From an optimization exercise on the open Yosys and OpenROAD flow, aimed at small area, a short achievable clock period and few clock cycles; shortcuts taken in it are not production practice. Only simulation tests tie the RTL to the original design; equivalence was not proved.

<file path="flow/run.sh">
#!/bin/bash
# synth_recipe.tcl (not shown) runs the flow's synth.tcl, then flattens the netlist and writes it again
# the make line also repeats each setting of config.mk as NAME=value (left out here)
make -C /OpenROAD-flow-scripts/flow DESIGN_CONFIG=/design/flow/config.mk WORK_HOME=/design/flow/orfs CLKGATE_MAP_FILE= SYNTH_SCRIPT=/design/flow/synth_recipe.tcl finish
</file>
<file path="flow/config.mk">
export PLATFORM = sky130hd
export DESIGN_NAME = table_linear_interpolator_core
export DESIGN_NICKNAME = table_linear_interpolator_core
export VERILOG_FILES = /design/flow/design.v
export SDC_FILE = /design/flow/constraint.sdc
export NUM_CORES = 4
export LEC_CHECK = 0
export ABC_CLOCK_PERIOD_IN_PS = 3000
export CAP_MARGIN = 20
export CORE_MARGIN = 2
export CORE_UTILIZATION = 45
export SLEW_MARGIN = 20
export SYNTH_MEMORY_MAX_BITS = 8192
</file>
<file path="flow/constraint.sdc">
create_clock -name core_clock -period 10.0 [get_ports {aclk}]
set_input_delay 2.0000 -clock core_clock [delete_from_list [all_inputs] [get_ports {aclk}]]
set_output_delay 2.0000 -clock core_clock [all_outputs]
set_load 0.01 [all_outputs]
</file>
<file path="flow/design.v">
package tli_pkg;
    localparam int TABLE_DEPTH = 64;
    localparam int ADDR_W      = $clog2(TABLE_DEPTH);
    localparam int DATA_W      = 32;
    localparam int PIU_W       = 7;
    localparam int INDEX_W     = 6;
    localparam int STATUS_W    = 2;
    localparam int PADDR_W     = 3;
    localparam int PDATA_W     = 32;
    localparam int DIV_STEPS   = 2;               
    localparam int DIV_STAGES  = (DATA_W + DIV_STEPS - 1) / DIV_STEPS;
    localparam int REM_W       = DATA_W + 3;      
    localparam logic OP_WRITE = 1'b0;
    localparam logic OP_QUERY = 1'b1;
    localparam logic [STATUS_W-1:0] STATUS_OK    = 2'd0;
    localparam logic [STATUS_W-1:0] STATUS_RANGE = 2'd1;
    localparam logic [STATUS_W-1:0] STATUS_SHORT = 2'd2;
endpackage
import tli_pkg::*;
module tli_ram (
    input  logic                                clk,
    input  logic                                wr_en,
    input  logic [tli_pkg::ADDR_W-1:0]          wr_addr,
    input  logic [tli_pkg::DATA_W-1:0]          wr_x,
    input  logic [tli_pkg::DATA_W-1:0]          wr_y,
    input  logic [tli_pkg::DATA_W-1:0]          cmp_e,
    input  logic [tli_pkg::ADDR_W-1:0]          cmp_last,
    output logic [tli_pkg::TABLE_DEPTH-1:1]     cmp_hit,     
    output logic                                cmp_range,   
    input  logic [tli_pkg::ADDR_W-1:0]          rd_seg,
    output logic [tli_pkg::DATA_W-1:0]          rd_x0,
    output logic [tli_pkg::DATA_W-1:0]          rd_y0,
    output logic [tli_pkg::DATA_W-1:0]          rd_x1,
    output logic [tli_pkg::DATA_W-1:0]          rd_y1
);
    localparam int HALF = TABLE_DEPTH / 2;
    logic [HALF-1:0][DATA_W-1:0] ex_q, ey_q;    
    logic [HALF-1:0][DATA_W-1:0] ox_q, oy_q;    
    genvar k;
    generate
        for (k = 0; k < HALF; k++) begin : g_row
            always_ff @(posedge clk) begin
                if (wr_en && wr_addr == ADDR_W'(2*k)) begin
                    ex_q[k] <= wr_x;
                    ey_q[k] <= wr_y;
                end
                if (wr_en && wr_addr == ADDR_W'(2*k+1)) begin
                    ox_q[k] <= wr_x;
                    oy_q[k] <= wr_y;
                end
            end
        end
    endgenerate
    logic [TABLE_DEPTH-1:0] lt, eq, le;
    generate
        for (k = 0; k < HALF; k++) begin : g_cmp
            tli_cmp u_cmp_e (.a(cmp_e), .b(ex_q[k]), .lt(lt[2*k]),   .eq(eq[2*k]));
            tli_cmp u_cmp_o (.a(cmp_e), .b(ox_q[k]), .lt(lt[2*k+1]), .eq(eq[2*k+1]));
        end
    endgenerate
    assign le = lt | eq;
    generate
        for (k = 1; k < TABLE_DEPTH; k++) begin : g_hit
            assign cmp_hit[k] = !lt[k-1] && le[k] && (ADDR_W'(k) <= cmp_last);
        end
    endgenerate
    assign cmp_range = lt[0] || !le[cmp_last];
    logic [ADDR_W-2:0] ea, oa;
    logic [ADDR_W-1:0] seg_m1;
    logic [DATA_W-1:0] ex, ey, ox, oy;
    assign seg_m1 = rd_seg - ADDR_W'(1);
    assign ea     = rd_seg[ADDR_W-1:1];
    assign oa     = seg_m1[ADDR_W-1:1];
    assign ex     = ex_q[ea];
    assign ey     = ey_q[ea];
    assign ox     = ox_q[oa];
    assign oy     = oy_q[oa];
    always_comb begin
        if (rd_seg[0]) begin
            rd_x0 = ex;  rd_y0 = ey;  rd_x1 = ox;  rd_y1 = oy;
        end else begin
            rd_x0 = ox;  rd_y0 = oy;  rd_x1 = ex;  rd_y1 = ey;
        end
    end
endmodule
module tli_cmp (
    input  logic [31:0] a,
    input  logic [31:0] b,
    output logic        lt,
    output logic        eq
);
    logic [31:0] l0, e0;
    logic [15:0] l1, e1;
    logic [7:0]  l2, e2;
    logic [3:0]  l3, e3;
    logic [1:0]  l4, e4;
    assign l0 = ~a & b;
    assign e0 = ~(a ^ b);
    genvar i;
    generate
        for (i = 0; i < 16; i++) begin : g_l1
            assign l1[i] = l0[2*i+1] | (e0[2*i+1] & l0[2*i]);
            assign e1[i] = e0[2*i+1] & e0[2*i];
        end
        for (i = 0; i < 8; i++) begin : g_l2
            assign l2[i] = l1[2*i+1] | (e1[2*i+1] & l1[2*i]);
            assign e2[i] = e1[2*i+1] & e1[2*i];
        end
        for (i = 0; i < 4; i++) begin : g_l3
            assign l3[i] = l2[2*i+1] | (e2[2*i+1] & l2[2*i]);
            assign e3[i] = e2[2*i+1] & e2[2*i];
        end
        for (i = 0; i < 2; i++) begin : g_l4
            assign l4[i] = l3[2*i+1] | (e3[2*i+1] & l3[2*i]);
            assign e4[i] = e3[2*i+1] & e3[2*i];
        end
    endgenerate
    assign lt = l4[1] | (e4[1] & l4[0]);
    assign eq = e4[1] & e4[0];
endmodule
import tli_pkg::*;
module tli_front (
    input  logic                          aclk,
    input  logic                          aresetn,
    input  logic                          psel,
    input  logic                          penable,
    input  logic                          pwrite,
    input  logic [tli_pkg::PADDR_W-1:0]   paddr,
    input  logic [tli_pkg::PDATA_W-1:0]   pwdata,
    output logic [tli_pkg::PDATA_W-1:0]   prdata,
    input  logic                          s_valid,
    input  logic                          s_ready,
    input  logic                          s_operation,
    input  logic [tli_pkg::INDEX_W-1:0]   s_point_index,
    input  logic [tli_pkg::DATA_W-1:0]    s_point_energy,
    input  logic [tli_pkg::DATA_W-1:0]    s_point_mu,
    input  logic [tli_pkg::DATA_W-1:0]    s_query_energy,
    input  logic                          adv,           
    output logic                          acc,           
    output logic                          c_valid,
    output logic                          c_write,
    output logic                          c_short,
    output logic [tli_pkg::ADDR_W-1:0]    c_last,
    output logic [tli_pkg::ADDR_W-1:0]    c_index,
    output logic [tli_pkg::DATA_W-1:0]    c_energy,
    output logic [tli_pkg::DATA_W-1:0]    c_mu
);
    logic [PIU_W-1:0] piu_q;
    logic [PIU_W-1:0] piu_d;
    logic [PIU_W-1:0] prd_q;
    logic             reg_wr;
    logic [PIU_W-1:0] n_eff;
    assign reg_wr = psel && penable && pwrite && !paddr[2];
    assign piu_d  = reg_wr ? pwdata[PIU_W-1:0] : piu_q;
    always_ff @(posedge aclk) begin
        if (!aresetn) begin
            piu_q <= '0;
            prd_q <= '0;
        end else begin
            piu_q <= piu_d;
            prd_q <= paddr[2] ? '0 : piu_d;
        end
    end
    assign prdata = PDATA_W'(prd_q);
    assign n_eff = (piu_q > PIU_W'(TABLE_DEPTH)) ? PIU_W'(TABLE_DEPTH) : piu_q;
    assign acc   = s_valid && s_ready;
    always_ff @(posedge aclk) begin
        if (!aresetn) begin
            c_valid <= 1'b0;
        end else if (adv) begin
            c_valid <= acc;
        end
        if (acc) begin
            c_write  <= (s_operation == OP_WRITE);
            c_short  <= (n_eff < PIU_W'(2));
            c_last   <= ADDR_W'(n_eff - PIU_W'(1));
            c_index  <= s_point_index;
            c_energy <= (s_operation == OP_WRITE) ? s_point_energy : s_query_energy;
            c_mu     <= s_point_mu;
        end
    end
endmodule
import tli_pkg::*;
module tli_div_stage #(
    parameter int STEPS = tli_pkg::DIV_STEPS
) (
    input  logic                           aclk,
    input  logic                           aresetn,
    input  logic                           en,
    input  logic                           i_valid,
    input  logic [2+2+tli_pkg::DATA_W-1:0] i_side,
    input  logic [tli_pkg::REM_W-1:0]      i_ws,
    input  logic [tli_pkg::REM_W-1:0]      i_wc,
    input  logic [tli_pkg::DATA_W-1:0]     i_nlo,
    input  logic [tli_pkg::DATA_W-1:0]     i_qp,
    input  logic [tli_pkg::DATA_W-1:0]     i_qn,
    input  logic [tli_pkg::DATA_W-1:0]     i_d,
    output logic                           o_valid,
    output logic [2+2+tli_pkg::DATA_W-1:0] o_side,
    output logic [tli_pkg::REM_W-1:0]      o_ws,
    output logic [tli_pkg::REM_W-1:0]      o_wc,
    output logic [tli_pkg::DATA_W-1:0]     o_nlo,
    output logic [tli_pkg::DATA_W-1:0]     o_qp,
    output logic [tli_pkg::DATA_W-1:0]     o_qn,
    output logic [tli_pkg::DATA_W-1:0]     o_d
);
    logic [STEPS:0][REM_W-1:0]  ws, wc;
    logic [STEPS:0][DATA_W-1:0] nlo, qp, qn;
    logic [REM_W-1:0]               dpos, dneg;
    assign dpos = {3'b0, i_d};
    assign dneg = ~dpos;
    assign ws[0]  = i_ws;
    assign wc[0]  = i_wc;
    assign nlo[0] = i_nlo;
    assign qp[0]  = i_qp;
    assign qn[0]  = i_qn;
    logic [STEPS-1:0]      q_pos, q_neg;
    logic [STEPS-1:0][2:0] c_pos, c_neg;    
    genvar t, v;
    generate
        for (t = 0; t < STEPS; t++) begin : g_step
            logic [REM_W-1:0] ys, yc, x;
            assign ys = {ws[t][REM_W-2:0], 1'b0};
            assign yc = {wc[t][REM_W-2:0], nlo[t][DATA_W-1]};
            if (t == 0) begin : g_first
                tli_srt_sel u_sel (
                    .s     (ys[REM_W-1:REM_W-4]),
                    .c     (yc[REM_W-1:REM_W-4]),
                    .q_pos (q_pos[0]),
                    .q_neg (q_neg[0])
                );
            end else begin : g_next
                assign q_pos[t] = q_pos[t-1] ? c_pos[t-1][0] :
                                  q_neg[t-1] ? c_pos[t-1][2] : c_pos[t-1][1];
                assign q_neg[t] = q_pos[t-1] ? c_neg[t-1][0] :
                                  q_neg[t-1] ? c_neg[t-1][2] : c_neg[t-1][1];
            end
            assign x  = q_pos[t] ? dneg : (q_neg[t] ? dpos : '0);
            assign ws[t+1]  = ys ^ yc ^ x;
            assign wc[t+1]  = {((ys & yc) | (ys & x) | (yc & x)), q_pos[t]};
            assign nlo[t+1] = {nlo[t][DATA_W-2:0], 1'b0};
            assign qp[t+1]  = {qp[t][DATA_W-2:0], q_pos[t]};
            assign qn[t+1]  = {qn[t][DATA_W-2:0], q_neg[t]};
            for (v = 0; v < 3; v++) begin : g_cand
                logic [REM_W-1:0] xv;
                logic [3:0]       ns, nc;
                assign xv = (v == 0) ? dneg : ((v == 2) ? dpos : '0);
                assign ns = ys[REM_W-2:REM_W-5] ^ yc[REM_W-2:REM_W-5] ^ xv[REM_W-2:REM_W-5];
                assign nc = (ys[REM_W-3:REM_W-6] & yc[REM_W-3:REM_W-6])
                          | (ys[REM_W-3:REM_W-6] & xv[REM_W-3:REM_W-6])
                          | (yc[REM_W-3:REM_W-6] & xv[REM_W-3:REM_W-6]);
                tli_srt_sel u_sel (
                    .s     (ns),
                    .c     (nc),
                    .q_pos (c_pos[t][v]),
                    .q_neg (c_neg[t][v])
                );
            end
        end
    endgenerate
    always_ff @(posedge aclk) begin
        if (!aresetn) begin
            o_valid <= 1'b0;
        end else if (en) begin
            o_valid <= i_valid;
        end
        if (en) begin
            o_side <= i_side;
            o_ws   <= ws[STEPS];
            o_wc   <= wc[STEPS];
            o_nlo  <= nlo[STEPS];
            o_qp   <= qp[STEPS];
            o_qn   <= qn[STEPS];
            o_d    <= i_d;
        end
    end
endmodule
module tli_back (
    input  logic                          aclk,
    input  logic                          aresetn,
    input  logic                          acc,
    input  logic                          acc_write,
    input  logic                          c_valid,
    input  logic                          c_write,
    input  logic                          c_short,
    input  logic [tli_pkg::ADDR_W-1:0]    c_last,
    input  logic [tli_pkg::ADDR_W-1:0]    c_index,
    input  logic [tli_pkg::DATA_W-1:0]    c_energy,
    input  logic [tli_pkg::DATA_W-1:0]    c_mu,
    output logic                          adv,
    output logic                          s_ready,
    output logic                          m_valid,
    input  logic                          m_ready,
    output logic [tli_pkg::DATA_W-1:0]    m_mu_result,
    output logic [tli_pkg::STATUS_W-1:0]  m_status
);
    localparam int SIDE_W = 2 + STATUS_W + DATA_W;    
    logic [TABLE_DEPTH-1:1] hit;
    logic                   range_err;
    logic [DATA_W-1:0]      rd_x0, rd_y0, rd_x1, rd_y1;
    logic                   r0_valid, r0_write, r0_short, r0_range;
    logic [TABLE_DEPTH-1:1] r0_hit;
    logic [ADDR_W-1:0]      r0_last;
    logic [ADDR_W-1:0]      r0_index;
    logic [DATA_W-1:0]      r0_energy, r0_mu;
    logic                   r1_valid, r1_write, r1_found;
    logic [STATUS_W-1:0]    r1_status;
    logic [ADDR_W-1:0]      r1_seg;
    logic [DATA_W-1:0]      r1_energy, r1_mu;
    logic                   r2_valid, r2_zero, r2_found;
    logic [STATUS_W-1:0]    r2_status;
    logic [DATA_W-1:0]      r2_x0, r2_x1, r2_y0, r2_y1, r2_energy;
    logic                   r3_valid;
    logic [SIDE_W-1:0]      r3_side;
    logic [DATA_W-1:0]      r3_off, r3_dy, r3_dx;
    logic [4:0]             r3_sh;
    logic                   r4_valid;
    logic [SIDE_W-1:0]      r4_side;
    logic [2*DATA_W-1:0]    r4_ps, r4_pc;
    logic [DATA_W-1:0]      r4_d;
    logic                   r5_valid;
    logic [SIDE_W-1:0]      r5_side;
    logic [2*DATA_W-1:0]    r5_prod;
    logic [DATA_W-1:0]      r5_d;
    tli_ram u_table (
        .clk       (aclk),
        .wr_en     (r1_valid && r1_write),
        .wr_addr   (r1_seg),
        .wr_x      (r1_energy),
        .wr_y      (r1_mu),
        .cmp_e     (c_energy),
        .cmp_last  (c_last),
        .cmp_hit   (hit),
        .cmp_range (range_err),
        .rd_seg    (r1_seg),
        .rd_x0     (rd_x0),
        .rd_y0     (rd_y0),
        .rd_x1     (rd_x1),
        .rd_y1     (rd_y1)
    );
    always_ff @(posedge aclk) begin
        if (!aresetn) begin
            r0_valid <= 1'b0;
        end else if (adv) begin
            r0_valid <= c_valid;
        end
        if (adv) begin
            r0_write  <= c_write;
            r0_short  <= c_short;
            r0_range  <= range_err;
            r0_hit    <= hit;
            r0_last   <= c_last;
            r0_index  <= c_index;
            r0_energy <= c_energy;
            r0_mu     <= c_mu;
        end
    end
    logic [TABLE_DEPTH-1:1] ext;
    logic        found;
    logic [63:0] ext_full;
    logic [7:0]  grp_any;
    logic [2:0]  grp_sel;
    logic [7:0]  grp_bits;
    logic [2:0]  bit_sel;
    genvar k;
    generate
        for (k = 1; k < TABLE_DEPTH; k++) begin : g_ext
            assign ext[k] = r0_hit[k] || (ADDR_W'(k) == r0_last);
        end
    endgenerate
    assign found    = |r0_hit;
    assign ext_full = {ext, 1'b0};
    always_comb begin
        for (int g = 0; g < 8; g++) begin
            grp_any[g] = |ext_full[8*g +: 8];
        end
        grp_sel = 3'd7;
        for (int g = 6; g >= 0; g--) begin
            if (grp_any[g]) grp_sel = 3'(g);
        end
        grp_bits = ext_full[8*grp_sel +: 8];
        bit_sel = 3'd7;
        for (int b = 6; b >= 0; b--) begin
            if (grp_bits[b]) bit_sel = 3'(b);
        end
    end
    always_ff @(posedge aclk) begin
        if (!aresetn) begin
            r1_valid <= 1'b0;
        end else if (adv) begin
            r1_valid <= r0_valid;
        end
        if (adv) begin
            r1_write  <= r0_write;
            r1_found  <= found;
            r1_status <= r0_write ? STATUS_OK :
                         r0_short ? STATUS_SHORT :
                         r0_range ? STATUS_RANGE : STATUS_OK;
            r1_seg    <= r0_write ? r0_index : {grp_sel, bit_sel};
            r1_energy <= r0_energy;
            r1_mu     <= r0_mu;
        end
    end
    always_ff @(posedge aclk) begin
        if (!aresetn) begin
            r2_valid <= 1'b0;
        end else if (adv) begin
            r2_valid <= r1_valid;
        end
        if (adv) begin
            r2_zero   <= r1_write || (r1_status != STATUS_OK);
            r2_status <= r1_status;
            r2_found  <= r1_found;
            r2_x0     <= rd_x0;
            r2_x1     <= rd_x1;
            r2_y0     <= rd_y0;
            r2_y1     <= rd_y1;
            r2_energy <= r1_energy;
        end
    end
    logic [DATA_W:0]   dy_up;
    logic [DATA_W-1:0] dy_down, dx, off;
    logic              neg;
    logic [4:0]        sh;
    assign dy_up   = {1'b0, r2_y1} - {1'b0, r2_y0};
    assign dy_down = r2_y0 - r2_y1;
    assign neg     = dy_up[DATA_W];
    assign dx      = r2_x1 - r2_x0;
    assign off     = r2_energy - r2_x0;
    always_comb begin
        sh = 5'd0;
        for (int b = 0; b < DATA_W; b++) begin
            if (dx[b]) sh = 5'(DATA_W - 1 - b);
        end
    end
    always_ff @(posedge aclk) begin
        if (!aresetn) begin
            r3_valid <= 1'b0;
        end else if (adv) begin
            r3_valid <= r2_valid;
        end
        if (adv) begin
            r3_side <= {r2_zero || !r2_found || (r2_x1 == r2_x0), neg, r2_status,
                        r2_zero ? DATA_W'(0) : (r2_found ? r2_y0 : r2_y1)};
            r3_off  <= off;
            r3_dy   <= neg ? dy_down : dy_up[DATA_W-1:0];
            r3_dx   <= dx;
            r3_sh   <= sh;
        end
    end
    logic                   rn_valid;
    logic [SIDE_W-1:0]      rn_side;
    logic [DATA_W-1:0]      rn_off, rn_dy, rn_d;
    always_ff @(posedge aclk) begin
        if (!aresetn) begin
            rn_valid <= 1'b0;
        end else if (adv) begin
            rn_valid <= r3_valid;
        end
        if (adv) begin
            rn_side <= r3_side;
            rn_off  <= r3_off << r3_sh;
            rn_dy   <= r3_dy;
            rn_d    <= r3_dx << r3_sh;
        end
    end
    logic [2*DATA_W-1:0] ps, pc;
    tli_mul_csa u_mul (
        .a (rn_off),
        .b (rn_dy),
        .s (ps),
        .c (pc)
    );
    always_ff @(posedge aclk) begin
        if (!aresetn) begin
            r4_valid <= 1'b0;
        end else if (adv) begin
            r4_valid <= rn_valid;
        end
        if (adv) begin
            r4_side <= rn_side;
            r4_ps   <= ps;
            r4_pc   <= pc;
            r4_d    <= rn_d;
        end
    end
    always_ff @(posedge aclk) begin
        if (!aresetn) begin
            r5_valid <= 1'b0;
        end else if (adv) begin
            r5_valid <= r4_valid;
        end
        if (adv) begin
            r5_side <= r4_side;
            r5_prod <= r4_ps + r4_pc;
            r5_d    <= r4_d;
        end
    end
    logic [DIV_STAGES:0]                d_valid;
    logic [DIV_STAGES:0][SIDE_W-1:0]    d_side;
    logic [DIV_STAGES:0][REM_W-1:0]     d_ws, d_wc;
    logic [DIV_STAGES:0][DATA_W-1:0]    d_nlo, d_qp, d_qn, d_d;
    assign d_valid[0] = r5_valid;
    assign d_side[0]  = r5_side;
    assign d_ws[0]    = {3'b0, r5_prod[2*DATA_W-1:DATA_W]};
    assign d_wc[0]    = '0;
    assign d_nlo[0]   = r5_prod[DATA_W-1:0];
    assign d_qp[0]    = '0;
    assign d_qn[0]    = '0;
    assign d_d[0]     = r5_d;
    genvar s;
    generate
        for (s = 0; s < DIV_STAGES; s++) begin : g_div
            tli_div_stage #(
                .STEPS ((DATA_W - s*DIV_STEPS < DIV_STEPS) ? DATA_W - s*DIV_STEPS : DIV_STEPS)
            ) u_stage (
                .aclk    (aclk),
                .aresetn (aresetn),
                .en      (adv),
                .i_valid (d_valid[s]),
                .i_side  (d_side[s]),
                .i_ws    (d_ws[s]),
                .i_wc    (d_wc[s]),
                .i_nlo   (d_nlo[s]),
                .i_qp    (d_qp[s]),
                .i_qn    (d_qn[s]),
                .i_d     (d_d[s]),
                .o_valid (d_valid[s+1]),
                .o_side  (d_side[s+1]),
                .o_ws    (d_ws[s+1]),
                .o_wc    (d_wc[s+1]),
                .o_nlo   (d_nlo[s+1]),
                .o_qp    (d_qp[s+1]),
                .o_qn    (d_qn[s+1]),
                .o_d     (d_d[s+1])
            );
        end
    endgenerate
    logic                r6_valid;
    logic [SIDE_W-1:0]   r6_side;
    logic [DATA_W-1:0]   r6_quo;
    logic [REM_W-1:0]    w_fin;
    logic [DATA_W:0]     q_hi, q_lo;
    assign w_fin = d_ws[DIV_STAGES] + d_wc[DIV_STAGES];
    assign q_hi  = {d_qp[DIV_STAGES], 1'b1} + {~d_qn[DIV_STAGES], 1'b1};
    assign q_lo  = {d_qp[DIV_STAGES], 1'b0} + {~d_qn[DIV_STAGES], 1'b0};
    always_ff @(posedge aclk) begin
        if (!aresetn) begin
            r6_valid <= 1'b0;
        end else if (adv) begin
            r6_valid <= d_valid[DIV_STAGES];
        end
        if (adv) begin
            r6_side <= d_side[DIV_STAGES];
            r6_quo  <= w_fin[REM_W-1] ? q_lo[DATA_W:1] : q_hi[DATA_W:1];
        end
    end
    logic                f_special, f_neg;
    logic [STATUS_W-1:0] f_status;
    logic [DATA_W-1:0]   f_base, f_mu;
    logic [DATA_W:0]     f_sum;
    logic                push, pop;
    logic                skid_valid;
    logic [DATA_W-1:0]   skid_mu;
    logic [STATUS_W-1:0] skid_status;
    logic                out_valid;
    logic                skid_valid_d;
    logic [1:0]          cool_q, cool_d;
    assign {f_special, f_neg, f_status, f_base} = r6_side;
    assign f_sum = {f_base, 1'b1} + {(f_neg ? ~r6_quo : r6_quo), f_neg};
    assign f_mu  = f_special ? f_base : f_sum[DATA_W:1];
    assign adv  = !skid_valid;
    assign push = adv && r6_valid;
    assign pop  = out_valid && m_ready;
    always_comb begin
        skid_valid_d = skid_valid;
        if (!out_valid || pop) begin
            skid_valid_d = 1'b0;
        end else if (push) begin
            skid_valid_d = 1'b1;
        end
    end
    always_comb begin
        if (acc && acc_write) begin
            cool_d = 2'd2;
        end else if (adv && cool_q != 2'd0) begin
            cool_d = cool_q - 2'd1;
        end else begin
            cool_d = cool_q;
        end
    end
    always_ff @(posedge aclk) begin
        if (!aresetn) begin
            out_valid  <= 1'b0;
            skid_valid <= 1'b0;
            s_ready    <= 1'b0;
            cool_q     <= 2'd0;
        end else begin
            skid_valid <= skid_valid_d;
            cool_q     <= cool_d;
            s_ready    <= !skid_valid_d && (cool_d == 2'd0);
            if (!out_valid || pop) begin
                out_valid <= skid_valid || push;
            end
        end
        if (!out_valid || pop) begin
            if (skid_valid) begin
                m_mu_result <= skid_mu;
                m_status    <= skid_status;
            end else if (push) begin
                m_mu_result <= f_mu;
                m_status    <= f_status;
            end
        end
        if (push && out_valid && !pop) begin
            skid_mu     <= f_mu;
            skid_status <= f_status;
        end
    end
    assign m_valid = out_valid;
endmodule
module tli_srt_sel (
    input  logic [3:0] s,
    input  logic [3:0] c,
    output logic       q_pos,
    output logic       q_neg
);
    assign q_pos = (s[3] && s[2] && !c[3] && c[2])
        || (!s[3] && !s[2] && !c[3] && !c[2])
        || (s[3] && !s[2] && c[3] && !c[2])
        || (!s[3] && s[2] && c[3] && c[2])
        || (!s[3] && !s[0] && !c[3] && !c[2] && !c[1])
        || (s[3] && !s[1] && c[3] && !c[2] && !c[0])
        || (s[3] && !s[2] && !s[1] && c[3] && !c[1])
        || (s[3] && s[2] && s[1] && !c[3] && c[1])
        || (!s[3] && s[1] && c[3] && c[2] && c[1])
        || (!s[3] && !s[2] && !s[1] && !s[0] && !c[3])
        || (!s[3] && s[2] && s[1] && c[3] && c[1])
        || (s[3] && s[1] && !c[3] && c[2] && c[1])
        || (s[3] && !s[0] && c[3] && !c[2] && !c[1])
        || (!s[3] && !s[2] && !c[3] && !c[1] && !c[0])
        || (!s[3] && !s[1] && !c[3] && !c[2] && !c[0])
        || (s[3] && !s[2] && !s[1] && !s[0] && c[3])
        || (s[3] && !s[2] && !s[0] && c[3] && !c[1])
        || (s[3] && s[2] && s[0] && !c[3] && c[1] && c[0])
        || (!s[3] && !c[3] && !c[2] && !c[1] && !c[0])
        || (!s[3] && s[0] && c[3] && c[2] && c[1] && c[0])
        || (s[3] && c[3] && !c[2] && !c[1] && !c[0])
        || (!s[3] && !s[1] && !c[3] && !c[2] && !c[1])
        || (s[3] && !s[1] && c[3] && !c[2] && !c[1])
        || (s[3] && s[2] && s[1] && s[0] && !c[3] && c[0])
        || (!s[3] && s[1] && s[0] && c[3] && c[2] && c[0])
        || (!s[3] && s[2] && s[0] && c[3] && c[1] && c[0])
        || (!s[3] && !s[2] && !s[1] && !c[3] && !c[0])
        || (s[3] && s[0] && !c[3] && c[2] && c[1] && c[0])
        || (s[3] && !s[2] && !s[1] && c[3] && !c[0])
        || (!s[3] && !s[2] && !s[0] && !c[3] && !c[1])
        || (s[3] && s[1] && s[0] && !c[3] && c[2] && c[0])
        || (!s[3] && s[2] && s[1] && s[0] && c[3] && c[0])
        || (!s[3] && !s[1] && !s[0] && !c[3] && !c[2])
        || (s[3] && !s[2] && c[3] && !c[1] && !c[0])
        || (!s[3] && !s[2] && !s[1] && !c[3] && !c[1])
        || (s[3] && !s[1] && !s[0] && c[3] && !c[2]);
    assign q_neg = (!s[3] && s[2] && !c[3] && c[2])
        || (s[3] && !s[2] && !c[3] && !c[2])
        || (s[3] && s[2] && c[3] && c[2])
        || (!s[3] && !s[2] && c[3] && !c[2])
        || (!s[3] && s[1] && !c[3] && c[2] && c[1])
        || (s[3] && !s[1] && !c[3] && !c[2] && !c[1])
        || (!s[3] && !s[1] && c[3] && !c[2] && !c[1])
        || (s[3] && s[1] && c[3] && c[2] && c[1])
        || (s[3] && s[2] && s[1] && c[3] && c[1])
        || (!s[3] && !s[2] && !s[1] && c[3] && !c[1])
        || (s[3] && !s[2] && !s[1] && !c[3] && !c[1])
        || (!s[3] && s[2] && s[1] && !c[3] && c[1])
        || (!s[3] && s[1] && s[0] && !c[3] && c[2] && c[0])
        || (!s[3] && s[2] && s[1] && s[0] && !c[3] && c[0])
        || (s[3] && s[0] && c[3] && c[2] && c[1] && c[0])
        || (s[3] && !s[0] && !c[3] && !c[2] && !c[1] && !c[0])
        || (s[3] && !s[2] && !s[1] && !s[0] && !c[3] && !c[0])
        || (s[3] && s[2] && s[1] && s[0] && c[3] && c[0])
        || (!s[3] && !s[0] && c[3] && !c[2] && !c[1] && !c[0])
        || (!s[3] && !s[2] && !s[1] && !s[0] && c[3] && !c[0])
        || (s[3] && s[1] && s[0] && c[3] && c[2] && c[0])
        || (s[3] && !s[2] && !s[0] && !c[3] && !c[1] && !c[0])
        || (!s[3] && s[2] && s[0] && !c[3] && c[1] && c[0])
        || (!s[3] && !s[2] && !s[0] && c[3] && !c[1] && !c[0])
        || (s[3] && s[2] && s[0] && c[3] && c[1] && c[0])
        || (!s[3] && s[0] && !c[3] && c[2] && c[1] && c[0])
        || (!s[3] && !s[1] && !s[0] && c[3] && !c[2] && !c[0])
        || (s[3] && !s[1] && !s[0] && !c[3] && !c[2] && !c[0]);
endmodule
module tli_mul_csa (
    input  logic [31:0] a,
    input  logic [31:0] b,
    output logic [63:0] s,
    output logic [63:0] c
);
    logic [31:0][63:0] pp;
    genvar i;
    generate
        for (i = 0; i < 32; i++) begin : g_pp
            assign pp[i] = {32'b0, a & {32{b[i]}}} << i;
        end
    endgenerate
    logic [21:0][63:0] l1;
    logic [14:0][63:0] l2;
    logic [9:0][63:0] l3;
    logic [6:0][63:0] l4;
    logic [4:0][63:0] l5;
    logic [3:0][63:0] l6;
    logic [2:0][63:0] l7;
    logic [1:0][63:0] l8;
    assign l1[0] = pp[0] ^ pp[1] ^ pp[2];
    assign l1[1] = ((pp[0] & pp[1]) | (pp[0] & pp[2]) | (pp[1] & pp[2])) << 1;
    assign l1[2] = pp[3] ^ pp[4] ^ pp[5];
    assign l1[3] = ((pp[3] & pp[4]) | (pp[3] & pp[5]) | (pp[4] & pp[5])) << 1;
    assign l1[4] = pp[6] ^ pp[7] ^ pp[8];
    assign l1[5] = ((pp[6] & pp[7]) | (pp[6] & pp[8]) | (pp[7] & pp[8])) << 1;
    assign l1[6] = pp[9] ^ pp[10] ^ pp[11];
    assign l1[7] = ((pp[9] & pp[10]) | (pp[9] & pp[11]) | (pp[10] & pp[11])) << 1;
    assign l1[8] = pp[12] ^ pp[13] ^ pp[14];
    assign l1[9] = ((pp[12] & pp[13]) | (pp[12] & pp[14]) | (pp[13] & pp[14])) << 1;
    assign l1[10] = pp[15] ^ pp[16] ^ pp[17];
    assign l1[11] = ((pp[15] & pp[16]) | (pp[15] & pp[17]) | (pp[16] & pp[17])) << 1;
    assign l1[12] = pp[18] ^ pp[19] ^ pp[20];
    assign l1[13] = ((pp[18] & pp[19]) | (pp[18] & pp[20]) | (pp[19] & pp[20])) << 1;
    assign l1[14] = pp[21] ^ pp[22] ^ pp[23];
    assign l1[15] = ((pp[21] & pp[22]) | (pp[21] & pp[23]) | (pp[22] & pp[23])) << 1;
    assign l1[16] = pp[24] ^ pp[25] ^ pp[26];
    assign l1[17] = ((pp[24] & pp[25]) | (pp[24] & pp[26]) | (pp[25] & pp[26])) << 1;
    assign l1[18] = pp[27] ^ pp[28] ^ pp[29];
    assign l1[19] = ((pp[27] & pp[28]) | (pp[27] & pp[29]) | (pp[28] & pp[29])) << 1;
    assign l1[20] = pp[30];
    assign l1[21] = pp[31];
    assign l2[0] = l1[0] ^ l1[1] ^ l1[2];
    assign l2[1] = ((l1[0] & l1[1]) | (l1[0] & l1[2]) | (l1[1] & l1[2])) << 1;
    assign l2[2] = l1[3] ^ l1[4] ^ l1[5];
    assign l2[3] = ((l1[3] & l1[4]) | (l1[3] & l1[5]) | (l1[4] & l1[5])) << 1;
    assign l2[4] = l1[6] ^ l1[7] ^ l1[8];
    assign l2[5] = ((l1[6] & l1[7]) | (l1[6] & l1[8]) | (l1[7] & l1[8])) << 1;
    assign l2[6] = l1[9] ^ l1[10] ^ l1[11];
    assign l2[7] = ((l1[9] & l1[10]) | (l1[9] & l1[11]) | (l1[10] & l1[11])) << 1;
    assign l2[8] = l1[12] ^ l1[13] ^ l1[14];
    assign l2[9] = ((l1[12] & l1[13]) | (l1[12] & l1[14]) | (l1[13] & l1[14])) << 1;
    assign l2[10] = l1[15] ^ l1[16] ^ l1[17];
    assign l2[11] = ((l1[15] & l1[16]) | (l1[15] & l1[17]) | (l1[16] & l1[17])) << 1;
    assign l2[12] = l1[18] ^ l1[19] ^ l1[20];
    assign l2[13] = ((l1[18] & l1[19]) | (l1[18] & l1[20]) | (l1[19] & l1[20])) << 1;
    assign l2[14] = l1[21];
    assign l3[0] = l2[0] ^ l2[1] ^ l2[2];
    assign l3[1] = ((l2[0] & l2[1]) | (l2[0] & l2[2]) | (l2[1] & l2[2])) << 1;
    assign l3[2] = l2[3] ^ l2[4] ^ l2[5];
    assign l3[3] = ((l2[3] & l2[4]) | (l2[3] & l2[5]) | (l2[4] & l2[5])) << 1;
    assign l3[4] = l2[6] ^ l2[7] ^ l2[8];
    assign l3[5] = ((l2[6] & l2[7]) | (l2[6] & l2[8]) | (l2[7] & l2[8])) << 1;
    assign l3[6] = l2[9] ^ l2[10] ^ l2[11];
    assign l3[7] = ((l2[9] & l2[10]) | (l2[9] & l2[11]) | (l2[10] & l2[11])) << 1;
    assign l3[8] = l2[12] ^ l2[13] ^ l2[14];
    assign l3[9] = ((l2[12] & l2[13]) | (l2[12] & l2[14]) | (l2[13] & l2[14])) << 1;
    assign l4[0] = l3[0] ^ l3[1] ^ l3[2];
    assign l4[1] = ((l3[0] & l3[1]) | (l3[0] & l3[2]) | (l3[1] & l3[2])) << 1;
    assign l4[2] = l3[3] ^ l3[4] ^ l3[5];
    assign l4[3] = ((l3[3] & l3[4]) | (l3[3] & l3[5]) | (l3[4] & l3[5])) << 1;
    assign l4[4] = l3[6] ^ l3[7] ^ l3[8];
    assign l4[5] = ((l3[6] & l3[7]) | (l3[6] & l3[8]) | (l3[7] & l3[8])) << 1;
    assign l4[6] = l3[9];
    assign l5[0] = l4[0] ^ l4[1] ^ l4[2];
    assign l5[1] = ((l4[0] & l4[1]) | (l4[0] & l4[2]) | (l4[1] & l4[2])) << 1;
    assign l5[2] = l4[3] ^ l4[4] ^ l4[5];
    assign l5[3] = ((l4[3] & l4[4]) | (l4[3] & l4[5]) | (l4[4] & l4[5])) << 1;
    assign l5[4] = l4[6];
    assign l6[0] = l5[0] ^ l5[1] ^ l5[2];
    assign l6[1] = ((l5[0] & l5[1]) | (l5[0] & l5[2]) | (l5[1] & l5[2])) << 1;
    assign l6[2] = l5[3];
    assign l6[3] = l5[4];
    assign l7[0] = l6[0] ^ l6[1] ^ l6[2];
    assign l7[1] = ((l6[0] & l6[1]) | (l6[0] & l6[2]) | (l6[1] & l6[2])) << 1;
    assign l7[2] = l6[3];
    assign l8[0] = l7[0] ^ l7[1] ^ l7[2];
    assign l8[1] = ((l7[0] & l7[1]) | (l7[0] & l7[2]) | (l7[1] & l7[2])) << 1;
    assign s = l8[0];
    assign c = l8[1];
endmodule
import tli_pkg::*;
module table_linear_interpolator_core (
    input  logic                          aclk,
    input  logic                          aresetn,
    input  logic                          psel,
    input  logic                          penable,
    input  logic                          pwrite,
    input  logic [tli_pkg::PADDR_W-1:0]   paddr,
    input  logic [tli_pkg::PDATA_W-1:0]   pwdata,
    output logic [tli_pkg::PDATA_W-1:0]   prdata,
    output logic                          pready,
    input  logic                          s_valid,
    output logic                          s_ready,
    input  logic                          s_operation,
    input  logic [tli_pkg::INDEX_W-1:0]   s_point_index,
    input  logic [tli_pkg::DATA_W-1:0]    s_point_energy,
    input  logic [tli_pkg::DATA_W-1:0]    s_point_mu,
    input  logic [tli_pkg::DATA_W-1:0]    s_query_energy,
    output logic                          m_valid,
    input  logic                          m_ready,
    output logic [tli_pkg::DATA_W-1:0]    m_mu_result,
    output logic [tli_pkg::STATUS_W-1:0]  m_status
);
    logic                          adv;
    logic                          acc;
    logic                          c_valid, c_write, c_short;
    logic [tli_pkg::ADDR_W-1:0]    c_last, c_index;
    logic [tli_pkg::DATA_W-1:0]    c_energy, c_mu;
    assign pready = 1'b1;
    tli_front u_front (
        .aclk           (aclk),
        .aresetn        (aresetn),
        .psel           (psel),
        .penable        (penable),
        .pwrite         (pwrite),
        .paddr          (paddr),
        .pwdata         (pwdata),
        .prdata         (prdata),
        .s_valid        (s_valid),
        .s_ready        (s_ready),
        .s_operation    (s_operation),
        .s_point_index  (s_point_index),
        .s_point_energy (s_point_energy),
        .s_point_mu     (s_point_mu),
        .s_query_energy (s_query_energy),
        .adv            (adv),
        .acc            (acc),
        .c_valid        (c_valid),
        .c_write        (c_write),
        .c_short        (c_short),
        .c_last         (c_last),
        .c_index        (c_index),
        .c_energy       (c_energy),
        .c_mu           (c_mu)
    );
    tli_back u_back (
        .aclk        (aclk),
        .aresetn     (aresetn),
        .acc         (acc),
        .acc_write   (s_operation == tli_pkg::OP_WRITE),
        .c_valid     (c_valid),
        .c_write     (c_write),
        .c_short     (c_short),
        .c_last      (c_last),
        .c_index     (c_index),
        .c_energy    (c_energy),
        .c_mu        (c_mu),
        .adv         (adv),
        .s_ready     (s_ready),
        .m_valid     (m_valid),
        .m_ready     (m_ready),
        .m_mu_result (m_mu_result),
        .m_status    (m_status)
    );
endmodule
</file>
==> summary.md <==
| Metric | Value |
|---|---|
| Bufs on Longest Clock Path | 5 |
| Routed len/inst | 29.1 um |
| Clk pin slew, worst setup/hold paths | 60 ps |
| Crit path cell chain | buf_4 > and2_1 > fa_1 > fa_1 > inv_1 > fa_1 > inv_1 > fa_1 > inv_1 > fa_1 > fa_1 > fa_1 > inv_1 > fa_1 |
| Slew margin rel. | 14.0% |
| Worst-Skew Late Latency | ~1200 ps |
| CP max stage cell | edfxtp_1 |
| DP Wirelength | 849 mm |
| Endpoint class of the critical path | flip-flop |
| Worst Slack Setup Final | 4070 ps |
| PostCTS Resize Cnt | 0 |
| First-pass GRT wire length | 1760 mm |
| Starting Density | approximately 45% |
| Hold/Removal Path Class | flip-flop to flip-flop |
| FMAX | 0.169 GHz |
| DRT met1 WL | between 500 and 600 mm |
| Finished Cell Area | 473000 um^2 |
| Worst Setup Start Kind | flip-flop |
| Final Hold Fails | 0 |
| Crit-path max cell delay | 660 ps |
| Final core occ | 50.1% |
| R2r setup slk | 4070 ps |
| Prevailing post-synth register cell | edfxtp_1 |
| Area growth syn-to-layout | 10.9% |
| Vias in the first global route | 252k |
| Crit-path max FO | 27 |
| Mapped Area | 426000 um^2 |
| Ratio of cells with drive above 1 in the final layout | around an eighth |
| IO Port Bufs | between 150 and 200 |
| WS Path Type | flip-flop to flip-flop |
| Sink Count | 8203 |
| Minimum clock period | 5930 ps |
| Synth area leaders | edfxtp_1, fa_1, ha_1, mux4_2, a21oi_1 |
| Hold buffer count at cts | 0 |
| Placement Setup Slack | roughly 4100 ps |
| Hold path cells | 0 |
| Setup crit start | u_back.rn_off[25]$_DFFE_PN_ |
| Die height | roughly 980 um |
| Largest net degree at the start of global routing | 190 |
| Area after DPL | ~450000 um^2 |
| H-tree levels | 6 |
| Post-synth EDFFs | 8159 |
| Most common cell on crit path | fa_1 |
| #FFs+latches synth | 8203 |
| Worst hold start | u_back.g_div[9].u_stage.o_side[8]$_DFFE_PN_ |
| Blocking Checks | antenna rules |
| Top sig layer | met5 |
| Cell variety after synth | between 100 and 150 |
| CTS tree | done |
| Clk root buf | clkbuf_16 |
| Top cell type by total area after synthesis | edfxtp_1 |
| Hold_ws | 325 ps |
| Worst path required time | 10860 ps |
| Worst Clk Skew | ~130 ps |
| Max Cap Viol | 0 |
| Die ar. | around 960000 um^2 |
| GR Overflow Total | 0 |
| Seq/Total Area, Yosys | 57.7% |
| Mapped Cells | 28.2k |
| RSZ-0062 raised after global routing | no |
| Routed wire length | 1220 mm |
| Area share of the largest cell type after synthesis | 57.4% |
| Initial drt markers | 28.7k |
| Reg2Reg Capture Point | u_back.r4_ps[40]$_DFFE_PN_ |
| Synth warn | 4 |
| FP Rows | 357 |
| Core area | roughly 940000 um^2 |
| Asr flop ratio synth | 0% |
| Initial antenna violation count | 66 |
| GP Congestion | 0.944 |
| Setup bufs post-CTS | 0 |
| Fin. max-slew vios | 0 |
| Filler Cells Inserted | 78.4k |
| Critical path data arrival time | 6780 ps |
| Final antenna-violating net count | 1 |
| Nets | 33.4k |
| Setup violators final | 0 |
| Least-Margin Pin Slew | 1280 ps |
| DRC viols | 0 |
| FF+latch area | 246000 um^2 |
| Die Wd | 978 um |
| RR Startpoint | u_back.rn_off[25]$_DFFE_PN_ |
| Final worst-path cycle share | 59.3% |
| Wire length on met3 | 91.4 mm |
| I/O pin cnt | 214 |
| Met2 WL post-DR | around 570 mm |
| Footprint of the multi-input gates | 171000 um^2 |
| Outcome | complete, but fails checks |
| Setup crit end | u_back.r4_ps[40]$_DFFE_PN_ |
| Reg2reg path depth | 14 |
| Total number of vias | 251k |
| Avg Inst Size Synth | 15.1 um^2 |
| TritonCTS Buffers | 873 |
| Post-DR vias/cell | 5.99 |
| Initial DRT Pass Iterations | 9 |
| GRT Util Overall | 25.2% |
## cells in the mapped netlist (all sizes together) (298+ instances only)
library cell and n:
nor2 1293, nor3 298, nand4 469, edfxtp 8159, nand2 1224, and2 837, fa 1952, o21ai 1038
clkbuf 910, mux2i 751, inv 1568, a21oi 1621, nand3 344, ha 2646, mux4 1305, a21o 930
## cells by family after synthesis
group                    after synthesis  share of synthesized area, %
AO/OA/AOI/OAI                       4878                          7.20
buffers and inverters               2757                          2.49
XOR/XNOR                             329                         0.684
other                                  2                       0.00176
multiplexers                        2143                          8.88
adder cells (fa/ha/maj)             4641                          17.0
AND/OR/NAND/NOR                     5210                          6.06
flip-flops                          8203                          57.7
## metrics by stage
stage,TNS [ps],cells
finish,0,41900
global placement,0,40300
global route,0,41900
floorplan,-1627410,28200
CTS,0,41900
detailed placement,0,40300
## sequential cells by signal (all words and copies together), names as in the netlist, 55 cells and up
register                     count
u_back.g_div.u_stage.o_d       480
u_back.g_div.u_stage.o_nlo     240
u_back.g_div.u_stage.o_qn      256
u_back.g_div.u_stage.o_qp      240
u_back.g_div.u_stage.o_side    576
u_back.g_div.u_stage.o_wc      545
u_back.g_div.u_stage.o_ws      545
u_back.r0_hit                   63
u_back.r4_pc                    55
u_back.r4_ps                    63
u_back.r5_prod                  64
u_back.u_table.ex_q           1024
u_back.u_table.ey_q           1024
u_back.u_table.ox_q           1024
u_back.u_table.oy_q           1024
## per-layer routing
layer	global-route usage [%]	up-vias
met5	0	-
met4	9.82	10
met3	4.02	1896
met2	40.3	10400
met1	34.9	131000
li1	-	108000
## worst min path at each step
| stage | to | slack [ps] |
|---|---|---|
| after floorplan | u_back.g_div[0].u_stage.o_nlo[10]$_DFFE_PN_ | 400 |
| after global placement | u_back.g_div[9].u_stage.o_qn[10]$_DFFE_PN_ | 400 |
| after detailed placement | u_back.g_div[0].u_stage.o_nlo[10]$_DFFE_PN_ | 400 |
| after CTS | u_back.g_div[10].u_stage.o_side[8]$_DFFE_PN_ | 330 |
| after global routing | u_back.g_div[10].u_stage.o_side[8]$_DFFE_PN_ | 340 |
| final | u_back.g_div[10].u_stage.o_side[8]$_DFFE_PN_ | 330 |
## layout by cell type, fill, tap and decap left out, types with 83 or more instances in the layout
cell type / netlist / layout
clkdlybuf4s50_1: 0 / 158
o22ai_1: 104 / 103
buf_4: 33 / 553
nor2_1: 1292 / 1224
o21ai_0: 1016 / 1011
nor2b_1: 235 / 235
mux2_2: 86 / 86
xnor2_1: 196 / 191
inv_1: 1563 / 1530
clkinv_2: 0 / 136
a21o_1: 930 / 930
a31oi_1: 128 / 127
edfxtp_1: 8159 / 8159
clkbuf_16: 0 / 882
fa_1: 1952 / 1952
nor4_1: 94 / 83
nand4_1: 469 / 469
a21oi_1: 1615 / 1611
clkinv_1: 7 / 185
nand2b_1: 118 / 117
and2_1: 832 / 832
a211oi_1: 140 / 135
nand3_1: 343 / 342
o211ai_1: 90 / 90
mux2i_1: 751 / 736
clkbuf_1: 908 / 194
nand2_1: 1221 / 1219
nor3_1: 294 / 291
mux4_2: 1305 / 1305
xor2_1: 128 / 125
ha_1: 2646 / 2645
## area by class of cell
class                   instances  area share (%)
flip-flops and latches       8203            52.0
clock buffers                1083            4.84
well taps                   12600            3.32
clock inverters               470           0.938
multi-input cells           17200            36.2
repair buffers                774            1.46
diodes                         30          0.0159
inverters                    1575            1.26
## critical path, delay by kind of cell, from the launching register on
| family | cells | cell delay, ps |
|---|---|---|
| flops | 1 | 660 |
| fa+ha+maj | 8 | 4020 |
| simple gates | 1 | 230 |
| buf+inv | 5 | 720 |
Testbench counts, summed over its fixed seeds: cycles 2,752.

==> static timing again, ports no longer ideal <==
Ports are ideal in the flow. The routed layout listed here was re-timed in OpenROAD.
Step 1: set_driving_cell puts a clkbuf_16 on aclk and a buf_2 on each other input, an assumption about the parent block.
Step 2 times the ports against the registers' clock, not the clock port: input delays grow and output delays shrink by t, the midpoint of the rising clock arrivals with the driver on.
Slacks: ideal / step 1 / step 2; pairs: ideal / step 1.
shift t [ns]: 1.279
setup WS [ns]: 4.075 / 4.075 / 4.075
hold WS [ns]: 0.325 / 0.325 / 0.325
worst register clock-pin slew, ns: 0.07 / 0.07
pins driven straight from the clock port: 1
The setup slack of this run moves by 0.000 ns with the drivers and by 0.000 ns with both steps.
